Context: an optimization exercise on an open-source flow, tuned for small area and a short achievable clock period. The choices shown serve that exercise and are no tape-out recipe.
The RTL was checked by simulation tests, not by an equivalence proof against the original design.
Power is estimated from default activity; no workload was simulated.

==> trial 98: inputs <==
==> flow/design.v <==
module tile_map_ctrl #(
  parameter int COLS       = 20,
  parameter int ROWS       = 15,
  parameter int TW         = 4,
  parameter int TILE_SHIFT = 5,
  parameter int RESET_FILL = 1
) (
  input  logic          clk,
  input  logic          rst,
  input  logic          fill_start,
  input  logic [TW-1:0] fill_val,
  output logic          busy,
  output logic          fill_done,
  input  logic          req0_valid,
  input  logic [4:0]    req0_x,
  input  logic [3:0]    req0_y,
  input  logic [TW-1:0] req0_data,
  output logic          req0_ready,
  input  logic          req1_valid,
  input  logic [4:0]    req1_x,
  input  logic [3:0]    req1_y,
  input  logic [TW-1:0] req1_data,
  output logic          req1_ready,
  input  logic [9:0]    h_cnt,
  input  logic [9:0]    v_cnt,
  input  logic          valid,
  output logic [TW-1:0] pix_tile
);
  localparam logic [TW-1:0] RESET_VAL = TW'(RESET_FILL);
  logic          filling;       
  logic [4:0]    fill_x;        
  logic [3:0]    fill_y;        
  logic [TW-1:0] fill_val_reg;
  logic          last_grant;    
  logic          fill_done_reg;
  logic [TW-1:0] pix_tile_reg;
  logic          fill_last;
  logic          fill_wr;
  logic          grant0, grant1;
  logic [ROWS-1:0] wr_row;
  logic [COLS-1:0] wr_col;
  logic [TW-1:0]   wr_data;
  logic [ROWS-1:0] wr_row_n;
  logic [ROWS-1:0] d0_row, d1_row, f_row;
  logic [COLS-1:0] d0_col, d1_col, f_col;
  logic [TW-1:0]   wr_cd_n [COLS];    
  logic            rd_off;
  logic [ROWS-1:0] rd_row [4];
  logic [COLS-1:0] rd_col;
  logic [TW-1:0]   rd_col_n [COLS];   
  logic [TW-1:0]   rd_val;
  logic [TW-1:0]   mem [ROWS][COLS];
  assign fill_last = (fill_x == 5'(COLS - 1)) && (fill_y == 4'(ROWS - 1));
  assign fill_wr   = filling && !rst;
  tmc_grant u_grant (
    .rst        (rst),
    .fill_start (fill_start),
    .filling    (filling),
    .last_grant (last_grant),
    .v0         (req0_valid),
    .v1         (req1_valid),
    .g0         (grant0),
    .g1         (grant1)
  );
  assign busy       = rst || filling;
  assign fill_done  = fill_done_reg;
  tmc_grant u_ready (
    .rst        (rst),
    .fill_start (fill_start),
    .filling    (filling),
    .last_grant (last_grant),
    .v0         (req0_valid),
    .v1         (req1_valid),
    .g0         (req0_ready),
    .g1         (req1_ready)
  );
  assign pix_tile   = pix_tile_reg;
  always_ff @(posedge clk) begin
    if (rst) begin
      filling       <= 1'b1;
      fill_x        <= '0;
      fill_y        <= '0;
      fill_val_reg  <= RESET_VAL;
      last_grant    <= 1'b1;
      fill_done_reg <= 1'b0;
    end else begin
      fill_done_reg <= filling && fill_last;
      if (filling) begin
        if (fill_x == 5'(COLS - 1)) begin
          fill_x <= '0;
          fill_y <= (fill_y == 4'(ROWS - 1)) ? '0 : fill_y + 1'b1;
        end else begin
          fill_x <= fill_x + 1'b1;
        end
        if (fill_last) filling <= 1'b0;
      end else if (fill_start) begin
        filling      <= 1'b1;
        fill_val_reg <= fill_val;
      end else if (grant0) begin
        last_grant <= 1'b0;
      end else if (grant1) begin
        last_grant <= 1'b1;
      end
    end
  end
  tmc_dec #(.N(ROWS), .W(4)) u_d0_row (.a(req0_y), .y(d0_row));
  tmc_dec #(.N(ROWS), .W(4)) u_d1_row (.a(req1_y), .y(d1_row));
  tmc_dec #(.N(ROWS), .W(4)) u_f_row  (.a(fill_y), .y(f_row));
  tmc_dec #(.N(COLS), .W(5)) u_d0_col (.a(req0_x), .y(d0_col));
  tmc_dec #(.N(COLS), .W(5)) u_d1_col (.a(req1_x), .y(d1_col));
  tmc_dec #(.N(COLS), .W(5)) u_f_col  (.a(fill_x), .y(f_col));
  generate
    for (genvar r = 0; r < ROWS; r++) begin : g_wrow
      tmc_sel3 u_sel (
        .a0 (d0_row[r]), .s0 (grant0),
        .a1 (d1_row[r]), .s1 (grant1),
        .a2 (f_row[r]),  .s2 (fill_wr),
        .y  (wr_row[r])
      );
      tmc_inv u_inv (.a(wr_row[r]), .y(wr_row_n[r]));
    end
    for (genvar c = 0; c < COLS; c++) begin : g_wcol
      tmc_sel3 u_sel (
        .a0 (d0_col[c]), .s0 (grant0),
        .a1 (d1_col[c]), .s1 (grant1),
        .a2 (f_col[c]),  .s2 (fill_wr),
        .y  (wr_col[c])
      );
    end
    for (genvar b = 0; b < TW; b++) begin : g_wdata
      tmc_sel3 u_sel (
        .a0 (req0_data[b]),    .s0 (grant0),
        .a1 (req1_data[b]),    .s1 (grant1),
        .a2 (fill_val_reg[b]), .s2 (fill_wr),
        .y  (wr_data[b])
      );
    end
    for (genvar c = 0; c < COLS; c++) begin : g_wcd
      for (genvar b = 0; b < TW; b++) begin : g_bit
        tmc_nand2 u_cd (.a(wr_col[c]), .b(wr_data[b]), .y(wr_cd_n[c][b]));
      end
    end
  endgenerate
  generate
    for (genvar r = 0; r < ROWS; r++) begin : g_row
      for (genvar c = 0; c < COLS; c++) begin : g_col
        logic hold;
        tmc_nand2 u_hold (.a(wr_row[r]), .b(wr_col[c]), .y(hold));
        for (genvar b = 0; b < TW; b++) begin : g_bit
          logic u;
          tmc_nand2 u_keep (.a(mem[r][c][b]), .b(hold), .y(u));
          tmc_bit u_bit (
            .clk   (clk),
            .row_n (wr_row_n[r]),
            .cd_n  (wr_cd_n[c][b]),
            .u     (u),
            .q     (mem[r][c][b])
          );
        end
      end
    end
  endgenerate
  assign rd_off = !valid || rst;
  generate
    for (genvar g = 0; g < 4; g++) begin : g_rdg
      tmc_dec #(.N(ROWS), .W(5)) u_rd_row (.a(v_cnt[9:TILE_SHIFT]), .y(rd_row[g]));
    end
  endgenerate
  tmc_dec    #(.N(COLS), .W(5)) u_rd_col (.a(h_cnt[9:TILE_SHIFT]), .y(rd_col));
  generate
    for (genvar c = 0; c < COLS; c++) begin : g_rcol
      for (genvar b = 0; b < TW; b++) begin : g_rbit
        logic [4:0] tri_n;
        logic [1:0] part;
        for (genvar t = 0; t < 5; t++) begin : g_tri
          tmc_ao222n u_tri (
            .a0 (mem[3*t][c][b]),   .s0 (rd_row[c/5][3*t]),
            .a1 (mem[3*t+1][c][b]), .s1 (rd_row[c/5][3*t+1]),
            .a2 (mem[3*t+2][c][b]), .s2 (rd_row[c/5][3*t+2]),
            .y  (tri_n[t])
          );
        end
        tmc_nand3 u_p0 (.a(tri_n[0]), .b(tri_n[1]), .c(tri_n[2]), .y(part[0]));
        tmc_nand2 u_p1 (.a(tri_n[3]), .b(tri_n[4]), .y(part[1]));
        tmc_oa21n u_col (.a(part[0]), .b(part[1]), .s(rd_col[c]), .y(rd_col_n[c][b]));
      end
    end
  endgenerate
  generate
    for (genvar b = 0; b < TW; b++) begin : g_rout
      logic [COLS-1:0] col_n;
      for (genvar c = 0; c < COLS; c++) begin : g_c
        assign col_n[c] = rd_col_n[c][b];
      end
      tmc_rdout u_or (.a(col_n), .off(rd_off), .y(rd_val[b]));
    end
  endgenerate
  always_ff @(posedge clk) begin
    pix_tile_reg <= rd_val;
  end
endmodule
module tmc_grant (
  input  logic rst,
  input  logic fill_start,
  input  logic filling,
  input  logic last_grant,
  input  logic v0,
  input  logic v1,
  output logic g0,
  output logic g1
);
  logic ok;
  assign ok = !filling && !rst && !fill_start;
  assign g0 = ok && v0 && (!v1 || last_grant);
  assign g1 = ok && v1 && (!v0 || !last_grant);
endmodule
module tmc_bit (
  input  logic clk,
  input  logic row_n,
  input  logic cd_n,
  input  logic u,
  output logic q
);
  always_ff @(posedge clk) begin
    q <= !((row_n | cd_n) & u);
  end
endmodule
module tmc_nand2 (
  input  logic a,
  input  logic b,
  output logic y
);
  assign y = !(a & b);
endmodule
module tmc_nand3 (
  input  logic a,
  input  logic b,
  input  logic c,
  output logic y
);
  assign y = !(a & b & c);
endmodule
module tmc_ao222n (
  input  logic a0,
  input  logic s0,
  input  logic a1,
  input  logic s1,
  input  logic a2,
  input  logic s2,
  output logic y
);
  assign y = !((a0 & s0) | (a1 & s1) | (a2 & s2));
endmodule
module tmc_oa21n (
  input  logic a,
  input  logic b,
  input  logic s,
  output logic y
);
  assign y = !((a | b) & s);
endmodule
module tmc_inv (
  input  logic a,
  output logic y
);
  assign y = !a;
endmodule
module tmc_dec #(
  parameter int N = 15,
  parameter int W = 4
) (
  input  logic [W-1:0] a,
  output logic [N-1:0] y
);
  always_comb begin
    for (int i = 0; i < N; i++) y[i] = (a == W'(i));
  end
endmodule
module tmc_rdout (
  input  logic [19:0] a,
  input  logic        off,
  output logic        y
);
  assign y = !off && !(&a);
endmodule
module tmc_sel3 (
  input  logic a0,
  input  logic s0,
  input  logic a1,
  input  logic s1,
  input  logic a2,
  input  logic s2,
  output logic y
);
  logic [2:0] t;
  tmc_nand2 u_t0 (.a(a0), .b(s0), .y(t[0]));
  tmc_nand2 u_t1 (.a(a1), .b(s1), .y(t[1]));
  tmc_nand2 u_t2 (.a(a2), .b(s2), .y(t[2]));
  tmc_nand3 u_y  (.a(t[0]), .b(t[1]), .c(t[2]), .y(y));
endmodule
==> flow/flow/run.sh <==
#!/bin/bash
# Layout flow: the standard ORFS flow (standard.sh, unchanged synthesis),
# with two resizer settings changed:
#  - port buffers are plain buf_4 cells, which the resizer can size, instead
#    of the delay cells buffer_ports picks by default;
#  - the resizer may swap a cell for one of another footprint.
# All of ORFS's output goes to standard.log in this folder.
set -o pipefail
export BUFFER_PORTS_ARGS="-buffer_cell sky130_fd_sc_hd__buf_4"
bash standard.sh MATCH_CELL_FOOTPRINT=0 finish > standard.log 2>&1
==> flow/standard.sh <==
#!/bin/bash
# synth_recipe.tcl (not shown) runs the flow's synth.tcl, then flattens the netlist and writes it again
# the make line also repeats each setting of config.mk as NAME=value (left out here)
make -C /OpenROAD-flow-scripts/flow DESIGN_CONFIG=/design/flow/config.mk WORK_HOME=/design/flow/orfs CLKGATE_MAP_FILE= SYNTH_SCRIPT=/design/flow/synth_recipe.tcl "${@:-finish}"
==> flow/config.mk <==
export PLATFORM = sky130hd
export DESIGN_NAME = tile_map_ctrl
export DESIGN_NICKNAME = tile_map_ctrl
export VERILOG_FILES = /design/flow/design.v
export SDC_FILE = /design/flow/constraint.sdc
export NUM_CORES = 4
export LEC_CHECK = 0
export CAP_MARGIN = 10
export CORE_MARGIN = 2
export CORE_UTILIZATION = 55
export CTS_BUF_LIST = sky130_fd_sc_hd__clkbuf_16
export CTS_CLUSTER_DIAMETER = 60
export CTS_CLUSTER_SIZE = 22
export SETUP_SLACK_MARGIN = 2.3
export SLEW_MARGIN = 10
export SYNTH_HIERARCHICAL = 1
==> flow/constraint.sdc <==
create_clock -name core_clock -period 4.6 [get_ports {clk}]
set_input_delay 0.9200 -clock core_clock [delete_from_list [all_inputs] [get_ports {clk}]]
set_output_delay 0.9200 -clock core_clock [all_outputs]
set_load 0.01 [all_outputs]
==> inputs of build 64, as changes to trial 98 <==
--- a/flow/design.v
+++ b/flow/design.v
@@ -42,4 +42,6 @@
   logic [TW-1:0]   wr_data;
   logic [ROWS-1:0] wr_row_n;
+  logic [COLS-1:0] wr_col_n;
+  logic [TW-1:0]   wr_data_n;
   logic [ROWS-1:0] d0_row, d1_row, f_row;
   logic [COLS-1:0] d0_col, d1_col, f_col;
@@ -112,27 +114,29 @@
   generate
     for (genvar r = 0; r < ROWS; r++) begin : g_wrow
-      tmc_sel3 u_sel (
+      tmc_ao222n u_sel (
         .a0 (d0_row[r]), .s0 (grant0),
         .a1 (d1_row[r]), .s1 (grant1),
         .a2 (f_row[r]),  .s2 (fill_wr),
-        .y  (wr_row[r])
+        .y  (wr_row_n[r])
       );
-      tmc_inv u_inv (.a(wr_row[r]), .y(wr_row_n[r]));
+      tmc_inv u_inv (.a(wr_row_n[r]), .y(wr_row[r]));
     end
     for (genvar c = 0; c < COLS; c++) begin : g_wcol
-      tmc_sel3 u_sel (
+      tmc_ao222n u_sel (
         .a0 (d0_col[c]), .s0 (grant0),
         .a1 (d1_col[c]), .s1 (grant1),
         .a2 (f_col[c]),  .s2 (fill_wr),
-        .y  (wr_col[c])
+        .y  (wr_col_n[c])
       );
+      tmc_inv u_inv (.a(wr_col_n[c]), .y(wr_col[c]));
     end
     for (genvar b = 0; b < TW; b++) begin : g_wdata
-      tmc_sel3 u_sel (
+      tmc_ao222n u_sel (
         .a0 (req0_data[b]),    .s0 (grant0),
         .a1 (req1_data[b]),    .s1 (grant1),
         .a2 (fill_val_reg[b]), .s2 (fill_wr),
-        .y  (wr_data[b])
+        .y  (wr_data_n[b])
       );
+      tmc_inv u_inv (.a(wr_data_n[b]), .y(wr_data[b]));
     end
     for (genvar c = 0; c < COLS; c++) begin : g_wcd
@@ -284,17 +288,2 @@
   assign y = !off && !(&a);
 endmodule
-module tmc_sel3 (
-  input  logic a0,
-  input  logic s0,
-  input  logic a1,
-  input  logic s1,
-  input  logic a2,
-  input  logic s2,
-  output logic y
-);
-  logic [2:0] t;
-  tmc_nand2 u_t0 (.a(a0), .b(s0), .y(t[0]));
-  tmc_nand2 u_t1 (.a(a1), .b(s1), .y(t[1]));
-  tmc_nand2 u_t2 (.a(a2), .b(s2), .y(t[2]));
-  tmc_nand3 u_y  (.a(t[0]), .b(t[1]), .c(t[2]), .y(y));
-endmodule
--- a/flow/config.mk
+++ b/flow/config.mk
@@ -6,11 +6,11 @@
 export NUM_CORES = 4
 export LEC_CHECK = 0
-export CAP_MARGIN = 10
+export CAP_MARGIN = 20
 export CORE_MARGIN = 2
-export CORE_UTILIZATION = 55
+export CORE_UTILIZATION = 62
 export CTS_BUF_LIST = sky130_fd_sc_hd__clkbuf_16
 export CTS_CLUSTER_DIAMETER = 60
 export CTS_CLUSTER_SIZE = 22
-export SETUP_SLACK_MARGIN = 2.3
-export SLEW_MARGIN = 10
+export SETUP_SLACK_MARGIN = 2.1
+export SLEW_MARGIN = 20
 export SYNTH_HIERARCHICAL = 1
==> inputs of trial 30, as changes to trial 98 <==
==> flow/design.v, changed modules only <==
module tile_map_ctrl #(
  parameter int COLS       = 20,
  parameter int ROWS       = 15,
  parameter int TW         = 4,
  parameter int TILE_SHIFT = 5,
  parameter int RESET_FILL = 1
) (
  input  logic          clk,
  input  logic          rst,
  input  logic          fill_start,
  input  logic [TW-1:0] fill_val,
  output logic          busy,
  output logic          fill_done,
  input  logic          req0_valid,
  input  logic [4:0]    req0_x,
  input  logic [3:0]    req0_y,
  input  logic [TW-1:0] req0_data,
  output logic          req0_ready,
  input  logic          req1_valid,
  input  logic [4:0]    req1_x,
  input  logic [3:0]    req1_y,
  input  logic [TW-1:0] req1_data,
  output logic          req1_ready,
  input  logic [9:0]    h_cnt,
  input  logic [9:0]    v_cnt,
  input  logic          valid,
  output logic [TW-1:0] pix_tile
);
  localparam logic [TW-1:0] RESET_VAL = TW'(RESET_FILL);
  logic          filling;       
  logic [4:0]    fill_x;        
  logic [3:0]    fill_y;        
  logic [TW-1:0] fill_val_reg;
  logic          last_grant;    
  logic          fill_done_reg;
  logic [TW-1:0] pix_tile_reg;
  logic          fill_last;
  logic          fill_wr;
  logic          grant0, grant1;
  logic [ROWS-1:0] wr_row;
  logic [COLS-1:0] wr_col;
  logic [TW-1:0]   wr_data;
  logic [ROWS-1:0] wr_row_n;
  logic [TW-1:0]   wr_cd_n [COLS];    
  logic [ROWS-1:0] rd_row;
  logic [COLS-1:0] rd_col;
  logic [TW-1:0]   rd_col_n [COLS];   
  logic [TW-1:0]   rd_val;
  logic [TW-1:0]   mem [ROWS][COLS];
  assign fill_last = (fill_x == 5'(COLS - 1)) && (fill_y == 4'(ROWS - 1));
  assign fill_wr   = filling && !rst;
  tmc_grant u_grant (
    .rst        (rst),
    .fill_start (fill_start),
    .filling    (filling),
    .last_grant (last_grant),
    .v0         (req0_valid),
    .v1         (req1_valid),
    .g0         (grant0),
    .g1         (grant1)
  );
  assign busy       = rst || filling;
  assign fill_done  = fill_done_reg;
  tmc_grant u_ready (
    .rst        (rst),
    .fill_start (fill_start),
    .filling    (filling),
    .last_grant (last_grant),
    .v0         (req0_valid),
    .v1         (req1_valid),
    .g0         (req0_ready),
    .g1         (req1_ready)
  );
  assign pix_tile   = pix_tile_reg;
  always_ff @(posedge clk) begin
    if (rst) begin
      filling       <= 1'b1;
      fill_x        <= '0;
      fill_y        <= '0;
      fill_val_reg  <= RESET_VAL;
      last_grant    <= 1'b1;
      fill_done_reg <= 1'b0;
    end else begin
      fill_done_reg <= filling && fill_last;
      if (filling) begin
        if (fill_x == 5'(COLS - 1)) begin
          fill_x <= '0;
          fill_y <= (fill_y == 4'(ROWS - 1)) ? '0 : fill_y + 1'b1;
        end else begin
          fill_x <= fill_x + 1'b1;
        end
        if (fill_last) filling <= 1'b0;
      end else if (fill_start) begin
        filling      <= 1'b1;
        fill_val_reg <= fill_val;
      end else if (grant0) begin
        last_grant <= 1'b0;
      end else if (grant1) begin
        last_grant <= 1'b1;
      end
    end
  end
  always_comb begin
    for (int r = 0; r < ROWS; r++) begin
      wr_row[r] = (fill_wr && fill_y == 4'(r)) ||
                  (grant0 && req0_y == 4'(r)) ||
                  (grant1 && req1_y == 4'(r));
      wr_row_n[r] = !wr_row[r];
    end
    for (int c = 0; c < COLS; c++) begin
      wr_col[c] = (fill_wr && fill_x == 5'(c)) ||
                  (grant0 && req0_x == 5'(c)) ||
                  (grant1 && req1_x == 5'(c));
    end
    wr_data = fill_wr ? fill_val_reg : (grant0 ? req0_data : req1_data);
    for (int c = 0; c < COLS; c++) begin
      wr_cd_n[c] = ~(wr_data & {TW{wr_col[c]}});
    end
  end
  generate
    for (genvar r = 0; r < ROWS; r++) begin : g_row
      for (genvar c = 0; c < COLS; c++) begin : g_col
        logic hold;
        tmc_nand2 u_hold (.a(wr_row[r]), .b(wr_col[c]), .y(hold));
        for (genvar b = 0; b < TW; b++) begin : g_bit
          logic u;
          tmc_nand2 u_keep (.a(mem[r][c][b]), .b(hold), .y(u));
          tmc_bit u_bit (
            .clk   (clk),
            .row_n (wr_row_n[r]),
            .cd_n  (wr_cd_n[c][b]),
            .u     (u),
            .q     (mem[r][c][b])
          );
        end
      end
    end
  endgenerate
  always_comb begin
    for (int r = 0; r < ROWS; r++) begin
      rd_row[r] = valid && !rst && (v_cnt[9:TILE_SHIFT] == 5'(r));
    end
    for (int c = 0; c < COLS; c++) begin
      rd_col[c] = (h_cnt[9:TILE_SHIFT] == 5'(c));
    end
  end
  generate
    for (genvar c = 0; c < COLS; c++) begin : g_rcol
      for (genvar b = 0; b < TW; b++) begin : g_rbit
        logic [4:0] tri_n;
        logic [1:0] part;
        for (genvar t = 0; t < 5; t++) begin : g_tri
          tmc_ao222n u_tri (
            .a0 (mem[3*t][c][b]),   .s0 (rd_row[3*t]),
            .a1 (mem[3*t+1][c][b]), .s1 (rd_row[3*t+1]),
            .a2 (mem[3*t+2][c][b]), .s2 (rd_row[3*t+2]),
            .y  (tri_n[t])
          );
        end
        tmc_nand3 u_p0 (.a(tri_n[0]), .b(tri_n[1]), .c(tri_n[2]), .y(part[0]));
        tmc_nand2 u_p1 (.a(tri_n[3]), .b(tri_n[4]), .y(part[1]));
        tmc_oa21n u_col (.a(part[0]), .b(part[1]), .s(rd_col[c]), .y(rd_col_n[c][b]));
      end
    end
  endgenerate
  always_comb begin
    for (int b = 0; b < TW; b++) begin
      rd_val[b] = 1'b0;
      for (int c = 0; c < COLS; c++) begin
        rd_val[b] = rd_val[b] | !rd_col_n[c][b];
      end
    end
  end
  always_ff @(posedge clk) begin
    pix_tile_reg <= rd_val;
  end
endmodule
// module tmc_inv removed
// module tmc_dec removed
// module tmc_rdout removed
// module tmc_sel3 removed
==> flow/flow/run.sh (replaced) <==
#!/bin/bash
# Layout flow: the standard ORFS flow, with the port buffers inserted as
# plain buffers (buf_4) so the resizer can size them, instead of the delay
# cells buffer_ports picks by default.
set -o pipefail
cp standard.sh flow/standard_sh.txt 2>/dev/null
export BUFFER_PORTS_ARGS="-buffer_cell sky130_fd_sc_hd__buf_4"
bash standard.sh finish > standard.log 2>&1
==> flow/flow/standard_sh.txt (new file) <==
#!/bin/bash
# The standard flow's own layout of this design, on the ORFS make targets given (by default finish). After
# finish it leaves the final layout's DEF at /design/flow/out/final.def.
set -euo pipefail
make -C /OpenROAD-flow-scripts/flow DESIGN_CONFIG=/design/flow/config.mk WORK_HOME=/design/flow/orfs CLKGATE_MAP_FILE= SYNTH_SCRIPT=/design/flow/synth_recipe.tcl CAP_MARGIN=20 CORE_MARGIN=2 CORE_UTILIZATION=50 CTS_BUF_LIST=sky130_fd_sc_hd__clkbuf_16 CTS_CLUSTER_SIZE=24 SETUP_SLACK_MARGIN=1.9 SLEW_MARGIN=20 SYNTH_HIERARCHICAL=1 "${@:-finish}"
if [[ -f /design/flow/orfs/results/sky130hd/tile_map_ctrl/base/6_final.odb ]]; then
  : # left out here: write the final layout as DEF
fi
==> flow/config.mk (replaced) <==
export PLATFORM = sky130hd
export DESIGN_NAME = tile_map_ctrl
export DESIGN_NICKNAME = tile_map_ctrl
export VERILOG_FILES = /design/flow/design.v
export SDC_FILE = /design/flow/constraint.sdc
export NUM_CORES = 4
export LEC_CHECK = 0
export CAP_MARGIN = 20
export CORE_MARGIN = 2
export CORE_UTILIZATION = 50
export CTS_BUF_LIST = sky130_fd_sc_hd__clkbuf_16
export CTS_CLUSTER_SIZE = 24
export SETUP_SLACK_MARGIN = 1.9
export SLEW_MARGIN = 20
export SYNTH_HIERARCHICAL = 1
==> comparison <==
Between build 64 and trial 98, the lower via count is in trial 98 (gap about 0.9%, measured against trial 98). The lowest clock power belongs to build 64, the highest to trial 30. Against build 64, the power of trial 98 is larger by about 6%. Global-route usage: trial 30 < trial 98 < build 64. The lowest fmax belongs to trial 30, the highest to build 64. Against build 64, the design area of trial 98 is larger by about 2.6%. Sequential power is about the same in trial 98 and trial 30.

re-timing with driven ports:
In the flow no input, the clock included, has a driving cell. The finished layouts below were timed again as built, in two steps. Step 1 sets driving cells, clkbuf_16 on the clock port and buf_2 on the other inputs (assumed; they add their load-dependent delay and slew). Step 2 adds t to the input delays and takes it off the output delays; t is the mean of the earliest and latest rising clock arrival at the registers after step 1. Input paths then give back, and output paths get back, about the clock's delay inside the block. Slacks: no drivers / after step 1 / after step 2; pairs: no drivers / after step 1.
| run | shift t [ns] | setup slack, ns | pins driven straight from the clock port |
|---|---|---|---|
| trial 98 | 0.736 | 1.787 / 1.603 / 0.866 | 1 |
| build 64 | 0.710 | 1.809 / 1.681 / 0.971 | 1 |
| trial 30 | 0.794 | 1.668 / 1.698 / 0.905 | 1 |
After both steps setup and hold are still met in every run listed. For trial 98, which loses most, drivers alone change the setup slack by -0.184 ns; drivers and shift together by -0.921 ns.
